This is an optimization exercise on Yosys and OpenROAD, whose aim is small area, a short achievable clock period and few clock cycles per item, not a production implementation. In this exercise RTL edits were held to simulation tests only and were not proved equivalent to the original. Power figures rest on the tool's default switching activity, not on a simulated workload.

==> flow/design.v <==
package fft16_pkg;
    localparam int DATA_W = 32;
    localparam int N      = 16;
    localparam int NSLOT  = 9;    
    localparam int NPH    = 6;     
    localparam int PHW    = 3;
    typedef struct packed {
        logic signed [DATA_W-1:0] re;
        logic signed [DATA_W-1:0] im;
    } cplx_t;
    function automatic logic [3:0] digit_rev4(input logic [3:0] idx);
        digit_rev4 = {idx[1:0], idx[3:2]};
    endfunction
    function automatic logic [NSLOT-1:0] wr_slot(input logic [NPH-1:0] ph, input logic [15:0] k);
        wr_slot[0] = (ph[0] && (k[0] || k[9] || k[15])) || (ph[1] && (k[8] || k[11])) || (ph[2] && (k[7])) || (ph[3] && (k[6])) || (ph[4] && (k[2])) || (ph[5] && (k[1] || k[13]));
        wr_slot[1] = (ph[0] && (k[1] || k[13])) || (ph[1] && (k[0] || k[9] || k[15])) || (ph[2] && (k[8] || k[11])) || (ph[3] && (k[7])) || (ph[4] && (k[6])) || (ph[5] && (k[2]));
        wr_slot[2] = (ph[0] && (k[2])) || (ph[1] && (k[1] || k[13])) || (ph[2] && (k[0] || k[9] || k[15])) || (ph[3] && (k[8] || k[11])) || (ph[4] && (k[7])) || (ph[5] && (k[6]));
        wr_slot[3] = (ph[0] && (k[3])) || (ph[1] && (k[5] || k[14])) || (ph[2] && (k[4] || k[10])) || (ph[3] && (k[3])) || (ph[4] && (k[5] || k[14])) || (ph[5] && (k[4] || k[10]));
        wr_slot[4] = (ph[0] && (k[4] || k[10])) || (ph[1] && (k[3])) || (ph[2] && (k[5] || k[14])) || (ph[3] && (k[4] || k[10])) || (ph[4] && (k[3])) || (ph[5] && (k[5] || k[14]));
        wr_slot[5] = (ph[0] && (k[5] || k[14])) || (ph[1] && (k[4] || k[10])) || (ph[2] && (k[3])) || (ph[3] && (k[5] || k[14])) || (ph[4] && (k[4] || k[10])) || (ph[5] && (k[3]));
        wr_slot[6] = (ph[0] && (k[6])) || (ph[1] && (k[2])) || (ph[2] && (k[1] || k[13])) || (ph[3] && (k[0] || k[9] || k[15])) || (ph[4] && (k[8] || k[11])) || (ph[5] && (k[7]));
        wr_slot[7] = (ph[0] && (k[7])) || (ph[1] && (k[6])) || (ph[2] && (k[2])) || (ph[3] && (k[1] || k[13])) || (ph[4] && (k[0] || k[9] || k[15])) || (ph[5] && (k[8] || k[11]));
        wr_slot[8] = (ph[0] && (k[8] || k[11])) || (ph[1] && (k[7])) || (ph[2] && (k[6])) || (ph[3] && (k[2])) || (ph[4] && (k[1] || k[13])) || (ph[5] && (k[0] || k[9] || k[15]));
    endfunction
    function automatic logic [NSLOT-1:0] wr_slot_nxt(input logic [NPH-1:0] ph, input logic [15:0] k);
        wr_slot_nxt[0] = (ph[0] && (k[8] || k[14])) || (ph[1] && (k[7] || k[10])) || (ph[2] && (k[6])) || (ph[3] && (k[5])) || (ph[4] && (k[1])) || (ph[5] && (k[0] || k[12] || k[15]));
        wr_slot_nxt[1] = (ph[0] && (k[0] || k[12] || k[15])) || (ph[1] && (k[8] || k[14])) || (ph[2] && (k[7] || k[10])) || (ph[3] && (k[6])) || (ph[4] && (k[5])) || (ph[5] && (k[1]));
        wr_slot_nxt[2] = (ph[0] && (k[1])) || (ph[1] && (k[0] || k[12] || k[15])) || (ph[2] && (k[8] || k[14])) || (ph[3] && (k[7] || k[10])) || (ph[4] && (k[6])) || (ph[5] && (k[5]));
        wr_slot_nxt[3] = (ph[0] && (k[2])) || (ph[1] && (k[4] || k[13])) || (ph[2] && (k[3] || k[9])) || (ph[3] && (k[2])) || (ph[4] && (k[4] || k[13])) || (ph[5] && (k[3] || k[9]));
        wr_slot_nxt[4] = (ph[0] && (k[3] || k[9])) || (ph[1] && (k[2])) || (ph[2] && (k[4] || k[13])) || (ph[3] && (k[3] || k[9])) || (ph[4] && (k[2])) || (ph[5] && (k[4] || k[13]));
        wr_slot_nxt[5] = (ph[0] && (k[4] || k[13])) || (ph[1] && (k[3] || k[9])) || (ph[2] && (k[2])) || (ph[3] && (k[4] || k[13])) || (ph[4] && (k[3] || k[9])) || (ph[5] && (k[2]));
        wr_slot_nxt[6] = (ph[0] && (k[5])) || (ph[1] && (k[1])) || (ph[2] && (k[0] || k[12] || k[15])) || (ph[3] && (k[8] || k[14])) || (ph[4] && (k[7] || k[10])) || (ph[5] && (k[6]));
        wr_slot_nxt[7] = (ph[0] && (k[6])) || (ph[1] && (k[5])) || (ph[2] && (k[1])) || (ph[3] && (k[0] || k[12] || k[15])) || (ph[4] && (k[8] || k[14])) || (ph[5] && (k[7] || k[10]));
        wr_slot_nxt[8] = (ph[0] && (k[7] || k[10])) || (ph[1] && (k[6])) || (ph[2] && (k[5])) || (ph[3] && (k[1])) || (ph[4] && (k[0] || k[12] || k[15])) || (ph[5] && (k[8] || k[14]));
    endfunction
    function automatic logic [NSLOT-1:0] rd_slot(input logic [NPH-1:0] ph, input logic [15:0] k);
        rd_slot[0] = (ph[0] && (k[0] || k[6] || k[15])) || (ph[1] && (k[2] || k[14])) || (ph[2] && (k[13])) || (ph[3] && (k[9])) || (ph[4] && (k[8])) || (ph[5] && (k[4] || k[7]));
        rd_slot[1] = (ph[0] && (k[4] || k[7])) || (ph[1] && (k[0] || k[6] || k[15])) || (ph[2] && (k[2] || k[14])) || (ph[3] && (k[13])) || (ph[4] && (k[9])) || (ph[5] && (k[8]));
        rd_slot[2] = (ph[0] && (k[8])) || (ph[1] && (k[4] || k[7])) || (ph[2] && (k[0] || k[6] || k[15])) || (ph[3] && (k[2] || k[14])) || (ph[4] && (k[13])) || (ph[5] && (k[9]));
        rd_slot[3] = (ph[0] && (k[12])) || (ph[1] && (k[5] || k[11])) || (ph[2] && (k[1] || k[10])) || (ph[3] && (k[12])) || (ph[4] && (k[5] || k[11])) || (ph[5] && (k[1] || k[10]));
        rd_slot[4] = (ph[0] && (k[1] || k[10])) || (ph[1] && (k[12])) || (ph[2] && (k[5] || k[11])) || (ph[3] && (k[1] || k[10])) || (ph[4] && (k[12])) || (ph[5] && (k[5] || k[11]));
        rd_slot[5] = (ph[0] && (k[5] || k[11])) || (ph[1] && (k[1] || k[10])) || (ph[2] && (k[12])) || (ph[3] && (k[5] || k[11])) || (ph[4] && (k[1] || k[10])) || (ph[5] && (k[12]));
        rd_slot[6] = (ph[0] && (k[9])) || (ph[1] && (k[8])) || (ph[2] && (k[4] || k[7])) || (ph[3] && (k[0] || k[6] || k[15])) || (ph[4] && (k[2] || k[14])) || (ph[5] && (k[13]));
        rd_slot[7] = (ph[0] && (k[13])) || (ph[1] && (k[9])) || (ph[2] && (k[8])) || (ph[3] && (k[4] || k[7])) || (ph[4] && (k[0] || k[6] || k[15])) || (ph[5] && (k[2] || k[14]));
        rd_slot[8] = (ph[0] && (k[2] || k[14])) || (ph[1] && (k[13])) || (ph[2] && (k[9])) || (ph[3] && (k[8])) || (ph[4] && (k[4] || k[7])) || (ph[5] && (k[0] || k[6] || k[15]));
    endfunction
    function automatic logic [NSLOT-1:0] rd_slot_nxt(input logic [NPH-1:0] ph, input logic [15:0] k);
        rd_slot_nxt[0] = (ph[0] && (k[5] || k[14])) || (ph[1] && (k[1] || k[13])) || (ph[2] && (k[12])) || (ph[3] && (k[8])) || (ph[4] && (k[7])) || (ph[5] && (k[3] || k[6] || k[15]));
        rd_slot_nxt[1] = (ph[0] && (k[3] || k[6] || k[15])) || (ph[1] && (k[5] || k[14])) || (ph[2] && (k[1] || k[13])) || (ph[3] && (k[12])) || (ph[4] && (k[8])) || (ph[5] && (k[7]));
        rd_slot_nxt[2] = (ph[0] && (k[7])) || (ph[1] && (k[3] || k[6] || k[15])) || (ph[2] && (k[5] || k[14])) || (ph[3] && (k[1] || k[13])) || (ph[4] && (k[12])) || (ph[5] && (k[8]));
        rd_slot_nxt[3] = (ph[0] && (k[11])) || (ph[1] && (k[4] || k[10])) || (ph[2] && (k[0] || k[9])) || (ph[3] && (k[11])) || (ph[4] && (k[4] || k[10])) || (ph[5] && (k[0] || k[9]));
        rd_slot_nxt[4] = (ph[0] && (k[0] || k[9])) || (ph[1] && (k[11])) || (ph[2] && (k[4] || k[10])) || (ph[3] && (k[0] || k[9])) || (ph[4] && (k[11])) || (ph[5] && (k[4] || k[10]));
        rd_slot_nxt[5] = (ph[0] && (k[4] || k[10])) || (ph[1] && (k[0] || k[9])) || (ph[2] && (k[11])) || (ph[3] && (k[4] || k[10])) || (ph[4] && (k[0] || k[9])) || (ph[5] && (k[11]));
        rd_slot_nxt[6] = (ph[0] && (k[8])) || (ph[1] && (k[7])) || (ph[2] && (k[3] || k[6] || k[15])) || (ph[3] && (k[5] || k[14])) || (ph[4] && (k[1] || k[13])) || (ph[5] && (k[12]));
        rd_slot_nxt[7] = (ph[0] && (k[12])) || (ph[1] && (k[8])) || (ph[2] && (k[7])) || (ph[3] && (k[3] || k[6] || k[15])) || (ph[4] && (k[5] || k[14])) || (ph[5] && (k[1] || k[13]));
        rd_slot_nxt[8] = (ph[0] && (k[1] || k[13])) || (ph[1] && (k[12])) || (ph[2] && (k[8])) || (ph[3] && (k[7])) || (ph[4] && (k[3] || k[6] || k[15])) || (ph[5] && (k[5] || k[14]));
    endfunction
    function automatic logic avail_w(input logic [NSLOT-1:0] t, input logic [15:0] k);
        avail_w = k[0] || (k[1] && t[2]) || (k[2] && t[5]) || (k[3] && t[8]) || k[4] || k[5] || (k[6] && t[2]) || (k[7] && t[5]) || k[8] || k[9] || k[10] || (k[11] && t[2]) || k[12] || k[13] || k[14] || k[15];
    endfunction
    function automatic logic avail_r(input logic [NSLOT-1:0] t, input logic [15:0] k);
        avail_r = (k[0] && t[4]) || (k[1] && t[7]) || k[3] || (k[4] && t[1]) || (k[5] && t[4]) || (k[6] && t[7]) || k[7] || k[8] || (k[9] && t[1]) || (k[10] && t[4]) || k[11] || k[12] || k[13] || (k[14] && t[1]) || (k[15] && t[1]);
    endfunction
    function automatic logic avail_wr(input logic [NSLOT-1:0] t, input logic [15:0] k);
        avail_wr = (k[0] && t[3]) || (k[1] && t[6]) || k[3] || (k[4] && t[0]) || (k[5] && t[3]) || (k[6] && t[6]) || k[7] || k[8] || (k[9] && t[0]) || (k[10] && t[3]) || k[11] || k[12] || k[13] || (k[14] && t[0]) || (k[15] && t[0]);
    endfunction
    function automatic logic byp_w(input logic [NSLOT-1:0] t, input logic [15:0] k);
        byp_w = (k[1] && (t[1] && !t[2])) || (k[2] && (t[4] && !t[5])) || (k[3] && (t[7] && !t[8])) || (k[6] && (t[1] && !t[2])) || (k[7] && (t[4] && !t[5])) || (k[11] && (t[1] && !t[2]));
    endfunction
    function automatic logic byp_r(input logic [NSLOT-1:0] t, input logic [15:0] k);
        byp_r = (k[0] && (t[3] && !t[4])) || (k[1] && (t[6] && !t[7])) || (k[4] && (t[0] && !t[1])) || (k[5] && (t[3] && !t[4])) || (k[6] && (t[6] && !t[7])) || (k[9] && (t[0] && !t[1])) || (k[10] && (t[3] && !t[4])) || (k[14] && (t[0] && !t[1])) || (k[15] && (t[0] && !t[1]));
    endfunction
    function automatic logic byp_wr(input logic [NSLOT-1:0] t, input logic [15:0] k);
        byp_wr = (k[0] && (t[2] && !t[3])) || (k[1] && (t[5] && !t[6])) || (k[2] && t[8]) || (k[4] && !t[0]) || (k[5] && (t[2] && !t[3])) || (k[6] && (t[5] && !t[6])) || (k[9] && !t[0]) || (k[10] && (t[2] && !t[3])) || (k[14] && !t[0]) || (k[15] && !t[0]);
    endfunction
    function automatic logic [3:0] digit_rev4_oh(input logic [15:0] k);
        digit_rev4_oh[0] = k[4] || k[5] || k[6] || k[7] || k[12] || k[13] || k[14] || k[15];
        digit_rev4_oh[1] = k[8] || k[9] || k[10] || k[11] || k[12] || k[13] || k[14] || k[15];
        digit_rev4_oh[2] = k[1] || k[3] || k[5] || k[7] || k[9] || k[11] || k[13] || k[15];
        digit_rev4_oh[3] = k[2] || k[3] || k[6] || k[7] || k[10] || k[11] || k[14] || k[15];
    endfunction
endpackage
module fft16_bank_ram #(
    parameter int W  = 2 * fft16_pkg::DATA_W,
    parameter int NS = fft16_pkg::NSLOT
) (
    input  logic          clk,
    input  logic [NS-1:0] wsel,
    input  logic [W-1:0]  wdata,
    input  logic [NS-1:0] rsel,
    output logic [W-1:0]  rdata
);
    logic [W-1:0] mem_q [NS];
    always_ff @(posedge clk) begin
        for (int i = 0; i < NS; i++) begin
            if (wsel[i]) mem_q[i] <= wdata;
        end
    end
    always_comb begin
        rdata = '0;
        for (int i = 0; i < NS; i++) begin
            rdata = rdata | (mem_q[i] & {W{rsel[i]}});
        end
    end
endmodule
module fft16_digit_reverse_buf #(
    parameter int DATA_W = 32,
    parameter int N      = 16
) (
    input  logic                  clk,
    input  logic                  rst_n,
    input  logic                  in_valid,
    output logic                  in_ready,
    input  logic [DATA_W-1:0]     in_re,
    input  logic [DATA_W-1:0]     in_im,
    output logic                  out_valid,
    input  logic                  out_ready,
    output logic [DATA_W-1:0]     out_re,
    output logic [DATA_W-1:0]     out_im,
    output logic [3:0]            out_idx,
    output logic                  out_last
);
    localparam int NS  = fft16_pkg::NSLOT;
    localparam int DW  = 2 * DATA_W;
    localparam int NPH = fft16_pkg::NPH;
    logic [NPH-1:0] wphx_q, rphx_q, wph, rph, wph_inc, rph_inc;
    logic [15:0]    wkx_q, rkx_q, wk, rk, wk_inc, rk_inc;
    logic [NS-1:0]  t_q, t_d;                           
    logic [NS-1:0]  wsel_q, wsel_d, rsel_q, rsel_d;
    logic           fa_q;                               
    logic           avail_q, avail_d;                   
    logic           byp_q, byp_d;                       
    logic           full_q, full_d;
    logic           nq_q, np_q, nq_d, np_d, fa_d;       
    logic           aw, bw, ar, br, awr, bwr;
    logic           out_valid_q, out_valid_d;
    logic [3:0]     out_idx_q;
    logic           out_last_q;
    logic [DW-1:0]  out_q, rd_data;
    logic           wr_fire, can_load, rd_load, in_ready_c;
    assign can_load   = !out_valid_q || out_ready;
    assign in_ready_c = !np_q || (!nq_q && out_ready);
    assign wr_fire    = in_valid && in_ready_c;
    assign rd_load    = can_load && (avail_q || (byp_q && wr_fire));
    assign wph     = wphx_q ^ NPH'(1);
    assign rph     = rphx_q ^ NPH'(1);
    assign wk      = wkx_q ^ 16'd1;
    assign rk      = rkx_q ^ 16'd1;
    assign wk_inc  = {wk[14:0], wk[15]};
    assign rk_inc  = {rk[14:0], rk[15]};
    assign wph_inc = wk[15] ? {wph[NPH-2:0], wph[NPH-1]} : wph;
    assign rph_inc = rk[15] ? {rph[NPH-2:0], rph[NPH-1]} : rph;
    always_comb begin
        aw  = fft16_pkg::avail_w(t_q, rk);
        bw  = fft16_pkg::byp_w(t_q, rk);
        ar  = fft16_pkg::avail_r(t_q, rk);
        br  = fft16_pkg::byp_r(t_q, rk);
        awr = fft16_pkg::avail_wr(t_q, rk);
        bwr = fft16_pkg::byp_wr(t_q, rk);
        case ({wr_fire, rd_load})
            2'b10: begin
                t_d     = {t_q[NS-2:0], 1'b1};
                full_d  = t_q[NS-2];
                avail_d = aw;
                byp_d   = bw;
                nq_d    = !(aw || bw);
                np_d    = t_q[NS-2] && ((out_valid_q && !out_ready) || !(aw || bw));
                fa_d    = t_q[NS-2] && aw;
            end
            2'b01: begin
                t_d     = {1'b0, t_q[NS-1:1]};
                full_d  = 1'b0;
                avail_d = ar;
                byp_d   = br;
                nq_d    = !(ar || br);
                np_d    = 1'b0;
                fa_d    = 1'b0;
            end
            2'b11: begin
                t_d     = t_q;
                full_d  = full_q;
                avail_d = awr;
                byp_d   = bwr;
                nq_d    = !(awr || bwr);
                np_d    = full_q;
                fa_d    = full_q && awr;
            end
            default: begin
                t_d     = t_q;
                full_d  = full_q;
                avail_d = avail_q;
                byp_d   = byp_q;
                nq_d    = nq_q;
                np_d    = full_q && ((out_valid_q && !out_ready) || nq_q);
                fa_d    = fa_q;
            end
        endcase
        out_valid_d = can_load ? rd_load : out_valid_q;
        wsel_d = wr_fire ? fft16_pkg::wr_slot_nxt(wph, wk) : fft16_pkg::wr_slot(wph, wk);
        if (full_d) wsel_d = '0;
        rsel_d = rd_load ? fft16_pkg::rd_slot_nxt(rph, rk) : fft16_pkg::rd_slot(rph, rk);
    end
    fft16_bank_ram #(.W(DW), .NS(NS)) u_pool (
        .clk   (clk),
        .wsel  (wsel_q | (rsel_q & {NS{fa_q && can_load}})),
        .wdata ({in_re, in_im}),
        .rsel  (rsel_q),
        .rdata (rd_data)
    );
    always_ff @(posedge clk or negedge rst_n) begin
        if (!rst_n) begin
            wphx_q      <= '0;
            wkx_q       <= '0;
            rphx_q      <= '0;
            rkx_q       <= '0;
            t_q         <= '0;
            fa_q        <= 1'b0;
            avail_q     <= 1'b0;
            byp_q       <= 1'b1;
            full_q      <= 1'b0;
            nq_q        <= 1'b0;
            np_q        <= 1'b0;
            out_valid_q <= 1'b0;
        end else begin
            t_q         <= t_d;
            fa_q        <= fa_d;
            avail_q     <= avail_d;
            byp_q       <= byp_d;
            full_q      <= full_d;
            nq_q        <= nq_d;
            np_q        <= np_d;
            out_valid_q <= out_valid_d;
            if (wr_fire) begin
                wkx_q  <= wk_inc ^ 16'd1;
                wphx_q <= wph_inc ^ NPH'(1);
            end
            if (rd_load) begin
                rkx_q  <= rk_inc ^ 16'd1;
                rphx_q <= rph_inc ^ NPH'(1);
            end
        end
    end
    always_ff @(posedge clk) begin
        wsel_q <= wsel_d;
        rsel_q <= rsel_d;
    end
    always_ff @(posedge clk) begin
        if (can_load) begin
            out_q      <= byp_q ? {in_re, in_im} : rd_data;
            out_idx_q  <= fft16_pkg::digit_rev4_oh(rk);
            out_last_q <= rk[N-1];
        end
    end
    assign in_ready  = in_ready_c;
    assign out_valid = out_valid_q;
    assign out_re    = out_q[DW-1:DATA_W];
    assign out_im    = out_q[DATA_W-1:0];
    assign out_idx   = out_idx_q;
    assign out_last  = out_last_q;
endmodule
==> flow/flow/run.sh <==
#!/bin/bash
# The standard layout (the standard.sh: ORFS synthesis to final layout), with one change:
# the input and output port buffers are plain sky130_fd_sc_hd__buf_2 cells instead of the
# delay cells buffer_ports picks by default. Every port still gets its own buffer.
# make's full output goes to standard.log in the work folder; ORFS's per-step logs stay under
# orfs/logs/.
set -euo pipefail
export BUFFER_PORTS_ARGS="-buffer_cell sky130_fd_sc_hd__buf_2"
bash standard.sh finish > standard.log 2>&1
==> flow/standard.sh <==
#!/bin/bash
# synth_recipe.tcl (not shown) runs the flow's synth.tcl, then flattens the netlist and writes it again
# the make line also repeats each setting of config.mk as NAME=value (left out here)
make -C /OpenROAD-flow-scripts/flow DESIGN_CONFIG=/design/flow/config.mk WORK_HOME=/design/flow/orfs CLKGATE_MAP_FILE= SYNTH_SCRIPT=/design/flow/synth_recipe.tcl "${@:-finish}"
==> flow/config.mk <==
export PLATFORM = sky130hd
export DESIGN_NAME = fft16_digit_reverse_buf
export DESIGN_NICKNAME = fft16_digit_reverse_buf
export VERILOG_FILES = /design/flow/design.v
export SDC_FILE = /design/flow/constraint.sdc
export NUM_CORES = 4
export LEC_CHECK = 0
export CAP_MARGIN = 20
export CORE_MARGIN = 2
export CORE_UTILIZATION = 65
export CTS_CLUSTER_DIAMETER = 100
export CTS_CLUSTER_SIZE = 30
export SETUP_SLACK_MARGIN = 1.8
export SLEW_MARGIN = 20
==> flow/constraint.sdc <==
create_clock -name core_clock -period 4.0 [get_ports {clk}]
set_input_delay 0.8000 -clock core_clock [delete_from_list [all_inputs] [get_ports {clk}]]
set_output_delay 0.8000 -clock core_clock [all_outputs]
set_load 0.01 [all_outputs]
==> results of run 1 <==
==> registers in the layout, summed over array words and instances (netlist names), 4 cells and up, named ones only <==
signal	flops
u_pool.mem_q	576
out_q	64
rkx_q	16
wkx_q	16
rsel_q	9
t_q	9
wsel_q	9
rphx_q	5
wphx_q	5
out_idx_q	4
==> path summary, 6_finish.rpt <==
path	startpoint	slack (ps)	cells after the start	endpoint
max	nq_q$_DFFE_PN0N_	1810	3	in_ready
min	rst_n	190	1	wkx_q[10]$_DFFE_PN0P_
max reg2reg	byp_q$_DFFE_PN1N_	1870	6	byp_q$_DFFE_PN1N_
min reg2reg	wkx_q[0]$_DFFE_PN0P_	500	1	wkx_q[1]$_DFFE_PN0P_
max in group asynchronous	rst_n	2930	2	t_q[6]$_DFFE_PN0N_
min in group core_clock	in_im[18]	490	1	u_pool.mem_q[0][18]$_DFFE_PP_
==> final cells by class <==
| cell class | instances | area (um^2) |
|---|---|---|
| fill | 2655 | 11400 |
| multi-input combinational | 858 | 5730 |
| clock buffer | 51 | 808 |
| antenna | 3 | 7.51 |
| clock inverter | 1 | 30.0 |
| timing repair buffer | 173 | 1080 |
| sequential | 723 | 21300 |
| inverter | 17 | 75.1 |
| tap | 532 | 666 |
==> power by group <==
part | total [mW] | internal [mW] | switching, mW
clock network | 3.51 | 1.40 | 2.11
registers | 13.8 | 11.9 | 1.94
logic | 7.99 | 2.65 | 5.35
==> critical path: stages (launching register included) <==
cell and delay [ps]:
dfrtp_1 450, nand2b_4 170, nand2_4 60, buf_6 100
==> layout by cell type (no fill, tap or decap), types with 5 or more instances in the layout <==
master | Yosys | final
buf_12 | 0 | 7
nor2_1 | 95 | 95
o211ai_1 | 11 | 11
a21o_4 | 0 | 11
dfxtp_4 | 0 | 9
nand2_1 | 125 | 124
clkbuf_1 | 108 | 22
a222oi_1 | 86 | 86
buf_2 | 2 | 137
mux2i_1 | 7 | 7
a211oi_1 | 24 | 24
mux2_2 | 8 | 8
dfxtp_1 | 18 | 9
a21oi_2 | 0 | 6
clkbuf_16 | 0 | 29
dfrtp_1 | 59 | 58
buf_6 | 2 | 5
or2_2 | 9 | 9
nand3_1 | 70 | 70
a21o_2 | 0 | 7
a221oi_1 | 66 | 63
o21ai_0 | 34 | 31
nand2b_1 | 8 | 6
inv_1 | 17 | 14
a22oi_1 | 142 | 142
o22ai_1 | 8 | 8
buf_4 | 1 | 23
edfxtp_1 | 645 | 645
nor3_1 | 7 | 7
a41oi_1 | 8 | 8
a31oi_1 | 8 | 8
a21oi_1 | 81 | 75
==> per-layer routing <==
| metal | global-route usage [%] | vias up | share of wire (%) | routed length [um] |
|---|---|---|---|---|
| met1 | 44.3 | 8305 | 40 | 26100 |
| met4 | 6.01 | 6 | 1.8 | 1180 |
| met2 | 48.1 | 941 | 48 | 31400 |
| met3 | 4.57 | 80 | 9.7 | 6280 |
| met5 | 0 | - | 0.052 | 34 |
| li1 | - | 7142 | - | - |
==> stage by stage <==
stage                     util [%]  worst slack, ps
final                         72.2             1810
after global placement        69.4              645
after detailed placement      69.4              617
after global routing          72.1             1750
after floorplan                  -             1570
after CTS                     71.9             1770
==> timing repair <==
action,CTS,global route
cloned,11,0
pin swaps,3,3
endpoints found under the setup margin,525,32
setup buffers,6,1
gates resized for setup,15,16
==> logic make-up after synthesis <==
group	after synthesis	synth area share (%)
fa+ha+maj	4	0.184
buf+inv	149	2.13
simple gates	334	5.36
flops	723	78.0
mux	15	0.588
compound gates	494	13.7
==> metrics.yaml, run 1 <==
sta:
  hold_viol_final: 0
  rsz0062_at_grt: "true"
  max_slew.worst_pin.slew_ps: 833
  min_period_over_period_pct: 54.8
  maxSlewViolCount: 0
  setup_viol: 0
  setup_tns_ps: 0
  fin_crit_ps: 2190
  finClkSkew_ps: 37.5
  holdWs_ps: 187
  relSlewSlack_pct: 44.2
  fmax_mhz: 456
grt:
  grt_pass1_vias: 15800
  grt_max_degree: 82
  grt_pass1_wl_mm: 98.3
  grtUsageTotal_pct: 29.8
  grt-ovfl-total: 0
  antenna_found_initial: 6
route:
  via_count: 16500
  firstDrtPassIters: 7
  first_iter_violations: 2572
  drt-total-wl_mm: 65.0
  wl_per_cell_um: 27.6
  viasPerCell: 6.99
  drc: 0
  ant_nets: 0
setup_path:
  critPathCaptureType: "output port"
  critPathLaunchType: "flip-flop"
  arrival_ps: 1390
  cp.required_ps: 3200
  path_max_fanout: 3
  critPathKind: "reg2out"
clocking:
  cts_num_sinks: 723
  clk-insertion-delay-late_ps: 620
  cts_tree: "done"
  cts.htree.levels: 1
  cts.clk_slew.worst_paths_ps: 120
  cts.path.max_buffers: 3
  ctsHoldBuffers: 0
  cts_made_buffers: 28
  root_buffer: "clkbuf_16"
final_layout:
  syn_to_final_growth_pct: 8.96
  finish.instance_area_um2: 29700
  finalNetCount: 1873
  layout-drive-gt1-share_pct: 15.2
  fin_cells: 2358
power:
  leakagePower_nw: 10.2
  ir_worst_vdd_mv: 0.482
  power.total_mw: 25.3
  power.density_nw_per_um2: 854
placement:
  place_area_um2: 28500
  gp_congestion: 0.876
  portBuffers: 138
  numPlacedInstances: 2285
  dp_hpwl_mm: 35.2
logic_synthesis:
  synth_warnings: 3
  yosys-top-cells-count: "edfxtp_1, a22oi_1, nand2_1, clkbuf_1, nor2_1"
  synth.top_cell.area_share_pct: 71.1
  yosys-top-cells-area: "edfxtp_1, dfrtp_1, a22oi_1"
  syn_area_um2: 27200
  synth_seq_cells: 723
  ys_seq_area_share_pct: 78.0
  synth_area_per_cell_um2: 15.8
  synth_cells: 1719
  yosysUniqueCellTypes: 56
  post-synth-top-count-cell: "edfxtp_1"
  synthArstFlopShare_pct: 8.30
  ys.flop_type: "edfxtp_1"
  yosysTopAreaCell: "edfxtp_1"
  synth_edf_count: 645
  syn-num-nets: 1791
outcome:
  status: "complete, no violations"
die:
  initial_utilization_pct: 66.2
  core_um2: 41100
  die_w_um: 209
  fp.dieH_um: 209
  dieArea_um2: 43500
  ios: 139
  rows: 74
flow_run:
  drv_cap: 0
hold_path:
  hold_path_class: "in2async"
Testbench counts, summed over its fixed seeds: cycles 7,347, items 6,144.
==> inputs of run 2 (changes only) <==
--- a/flow/config.mk
+++ b/flow/config.mk
@@ -10,5 +10,5 @@
 export CORE_UTILIZATION = 65
 export CTS_CLUSTER_DIAMETER = 100
 export CTS_CLUSTER_SIZE = 30
-export SETUP_SLACK_MARGIN = 1.8
+export SETUP_SLACK_MARGIN = 1.9
 export SLEW_MARGIN = 20
==> run 2 against run 1 <==
Critical endpoint is now u_pool.mem_q[5][23]$_DFFE_PP_. Still clean. Critical path type is now reg2reg. Die area unchanged. Routed wire length decreased by 2.0%. Synthesized cell count stayed put. Cell count shrank 0.72%. Via count is 1.1% lower.
==> metrics.yaml, run 2 <==
logic_synthesis:
  synthMuxAreaShare_pct: 0.588  # unchanged
  yosysUniqueCellTypes: 56  # unchanged
  synth_cells: 1719  # unchanged
  synth-compound-area-share_pct: 13.7  # unchanged
  synth.top_cell.area_share_pct: 71.1  # unchanged
  synth_warnings: 3  # unchanged
  yosys-top-cells-count: "edfxtp_1, a22oi_1, nand2_1, clkbuf_1, nor2_1"
  syn_area_um2: 27200  # unchanged
  synthArstFlopShare_pct: 8.30  # unchanged
  synth_fa_ha_area_share_pct: 0.184  # unchanged
  synth_edf_count: 645  # unchanged
  ys.flop_type: "edfxtp_1"
  post-synth-top-count-cell: "edfxtp_1"
  synthXorXnorAreaFrac_pct: 0  # unchanged
  synth-simple-area-share_pct: 5.36  # unchanged
  synth_top_family_by_area: "compound AO/OA/AOI/OAI gates"
  ys_seq_area_share_pct: 78.0  # unchanged
  synth_area_per_cell_um2: 15.8  # unchanged
  syn-num-nets: 1791  # unchanged
  yosysTopAreaCell: "edfxtp_1"
  synth_seq_cells: 723  # unchanged
  yosys-top-cells-area: "edfxtp_1, dfrtp_1, a22oi_1"
setup_path:
  rr_worst_depth: 3  # -3
  r2r_end: "u_pool.mem_q[5][23]$_DFFE_PP_"
  arrival_ps: 2450  # +1060 ps
  reg2reg_slack_ps: 1800  # -70 ps
  slowest_delay_ps: 910  # +460 ps
  cp.required_ps: 4250  # +1050 ps
  critPathKind: "reg2reg"
  critPathLaunchType: "flip-flop"
  crit_chain: "nand2b_4 -> and2_4 -> a21o_4"
  r2r-start: "out_valid_q$_DFFE_PN0N_"
  path_max_fanout: 64  # +61
  critPathSlowestCell: "a21o_4"
  path_buf_inv: 0  # -1
  critPathCaptureType: "flip-flop"
  crit_family: "compound AO/OA/AOI/OAI gates"
sta:
  fin_crit_ps: 2200  # +4.15 ps
  rsz0062_at_grt: "true"
  finClkSkew_ps: 37.8  # +0.282 ps
  setup_tns_ps: 0  # unchanged
  max_slew.worst_pin.slew_ps: 1130  # +296 ps
  hold_viol_final: 0  # unchanged
  min_period_over_period_pct: 54.9  # +0.10 points
  setup_viol: 0  # unchanged
  maxSlewViolCount: 0  # unchanged
  fmax_mhz: 455  # -0.19%
  holdWs_ps: 269  # +82.5 ps
  relSlewSlack_pct: 24.7  # -19 points
grt:
  grt_pass1_wl_mm: 96.2  # -2.1%
  grtUsageTotal_pct: 29.0  # -0.84 points
  grt_pass1_vias: 15700  # -0.42%
  grt-ovfl-total: 0  # unchanged
  grt_max_degree: 87  # +6.1%
  antenna_found_initial: 7  # +1
die:
  core_um2: 41100  # unchanged
  initial_utilization_pct: 66.2  # unchanged
  dieArea_um2: 43500  # unchanged
  rows: 74  # unchanged
  fp.dieH_um: 209  # unchanged
  ios: 139  # unchanged
  die_w_um: 209  # unchanged
final_layout:
  final_common_cell: "edfxtp_1"
  largest_reg_flops: 576  # unchanged
  final_cell_mix: "edfxtp_1, a22oi_1, buf_2, nand2_1, nor2_1"
  largestRegisters: "u_pool.mem_q (576), out_q (64)"
  finalNetCount: 1869  # -0.21%
  syn_to_final_growth_pct: 8.91  # about the same
  largest_register: "u_pool.mem_q"
  fillCellCount: 2613  # -1.6%
  regArea_um2: 21300  # about the same
  layout-drive-gt1-share_pct: 15.7  # +0.42 points
  multi_input_area_um2: 5730  # about the same
hold_path:
  hold_path_class: "in2async"
power:
  power.density_nw_per_um2: 853  # -0.17%
  p_clk_share_pct: 13.6  # -0.3 points
  p_sw_share_pct: 37.2  # +0.072 points
  switching_power_mw: 9.40  # about the same
  seqPwrFrac_pct: 54.1  # -0.5 points
  leakagePower_nw: 10.2  # about the same
  internal-power_mw: 15.9  # -0.33%
  combPwrFrac_pct: 32.2  # +0.6 points
  ir_worst_vdd_mv: 0.729  # +51%
route:
  via_count: 16300  # -1.1%
  route.met2.wl_mm: 31.2  # -0.66%
  drt-total-wl_mm: 63.7  # -2.0%
  routed-wl-met3_mm: 5.84  # -7.0%
  top_layer: "met5"
  wl_per_cell_um: 27.2  # -1.3%
  wl_met1_mm: 25.6  # -2.1%
  drc: 0  # unchanged
  firstDrtPassIters: 8  # +1
  viasPerCell: 6.96  # -0.33%
  ant_nets: 0  # unchanged
  first_iter_violations: 2205  # -14%
clocking:
  cts_made_buffers: 28  # unchanged
  clk-insertion-delay-late_ps: 610  # about the same
  cts.clk_slew.worst_paths_ps: 110  # about the same
  cts.htree.levels: 1  # unchanged
  root_buffer: "clkbuf_16"
  cts.path.max_buffers: 3  # unchanged
  cts_num_sinks: 723  # unchanged
  cts_tree: "done"
outcome:
  status: "complete, no violations"
placement:
  gp_congestion: 0.856  # -2.4%
  dp_hpwl_mm: 33.8  # -4.2%
  portBuffers: 138  # unchanged
flow_run:
  drv_cap: 0  # unchanged
[run 2: cell counts after synthesis]
No cell type changed its count.
[run 2: cell type report]
cell class / instances / area share [%]
diodes: 3 / 0.0253
inverters: 17 / 0.266
flip-flops and latches: 723 / 71.7
clock buffers: 37 / 2.48
repair buffers: 175 / 3.80
multi-input cells: 852 / 19.3
clock inverters: 2 / 0.156
well taps: 532 / 2.25
[run 2: through the flow]
step	cells	utilization (%)	instance area [um^2]	setup slack (ps)	total power, mW
floorplan	1719	-	27500	1570	18.3
global placement	2281	69.2	28500	1090	21.2
detailed placement	2282	69.3	28500	1020	21.5
CTS	2331	71.7	29500	1810	25.0
global route	2339	72.1	29600	1780	26.5
finish	2341	72.1	29600	1800	25.3
[run 2: cell families after synthesis]
kind of cell,count (synthesis)
multiplexers,15
adder cells (fa/ha/maj),4
AO/OA/AOI/OAI,494
flip-flops,723
buffers and inverters,149
AND/OR/NAND/NOR,334
[run 2: power by group through the flow]
stage / clock [mW] / combinational, mW / sequential, mW
6_report: 3.45 / 8.15 / 13.7
5_1_grt: 3.72 / 8.84 / 14.0
4_1_cts: 3.49 / 7.86 / 13.7
3_5_place_dp: 0 / 7.65 / 13.8
3_3_place_gp: 0 / 7.45 / 13.7
2_1_floorplan: 0 / 5.44 / 12.8
[run 2: repair_timing]
action                                  4_1_cts  5_1_grt
hold buffers                                  0        0
resized for setup                            26       20
endpoints found under the setup margin      541      330
gates cloned                                  6        0
setup buffers                                 4        7
pin swaps                                     4        4
[run 2: worst reg2reg max path: stages, from the launching register on]
cell and delay [ps]:
dfrtp_1 420, nand2b_4 110, and2_4 330, a21o_4 910
[run 2: layer usage]
metal	GRT usage, %	vias to the layer above
li1	-	7118
met1	42.5	8243
met2	47.8	843
met3	4.34	89
met4	4.93	8
met5	0	-
[run 2: worst max path at each step]
stage                            startpoint                       endpoint  cells after the start
finish              out_valid_q$_DFFE_PN0N_  u_pool.mem_q[5][23]$_DFFE_PP_                      3
global route               nq_q$_DFFE_PN0N_                       in_ready                      3
CTS                        nq_q$_DFFE_PN0N_                       in_ready                      3
detailed placement                out_ready               nq_q$_DFFE_PN0N_                     10
global placement                  out_ready               nq_q$_DFFE_PN0N_                     10
floorplan                         out_ready   u_pool.mem_q[0][0]$_DFFE_PP_                      5

[afterwards: timing with drivers on the ports]
No port has a modelled driver above. Below, the same layouts with a new extraction and two added sets of constraints.
Step 1 sets driving cells, clkbuf_16 on the clock port and buf_2 on the other inputs (assumed; they add their load-dependent delay and slew).
Step 2 moves the port delays by t, midway between the first and last clock arrival at a register: inputs arrive t later, outputs are due t later. That takes back most of the time a late clock gives input paths.
Slacks: ideal / step 1 / step 2; pairs: ideal / step 1.
run	t (ns)	setup slack, ns	latest minus earliest clock arrival (ns)	worst slew at a driven data input, ns
run 1	0.658	1.808 / 1.747 / 1.295	0.038 / 0.038	0.11
run 2	0.658	1.804 / 1.768 / 1.227	0.054 / 0.054	0.09
After both steps setup and hold are still met in every run listed. For run 2, which loses most, drivers alone change the setup slack by -0.036 ns; drivers and shift together by -0.577 ns.
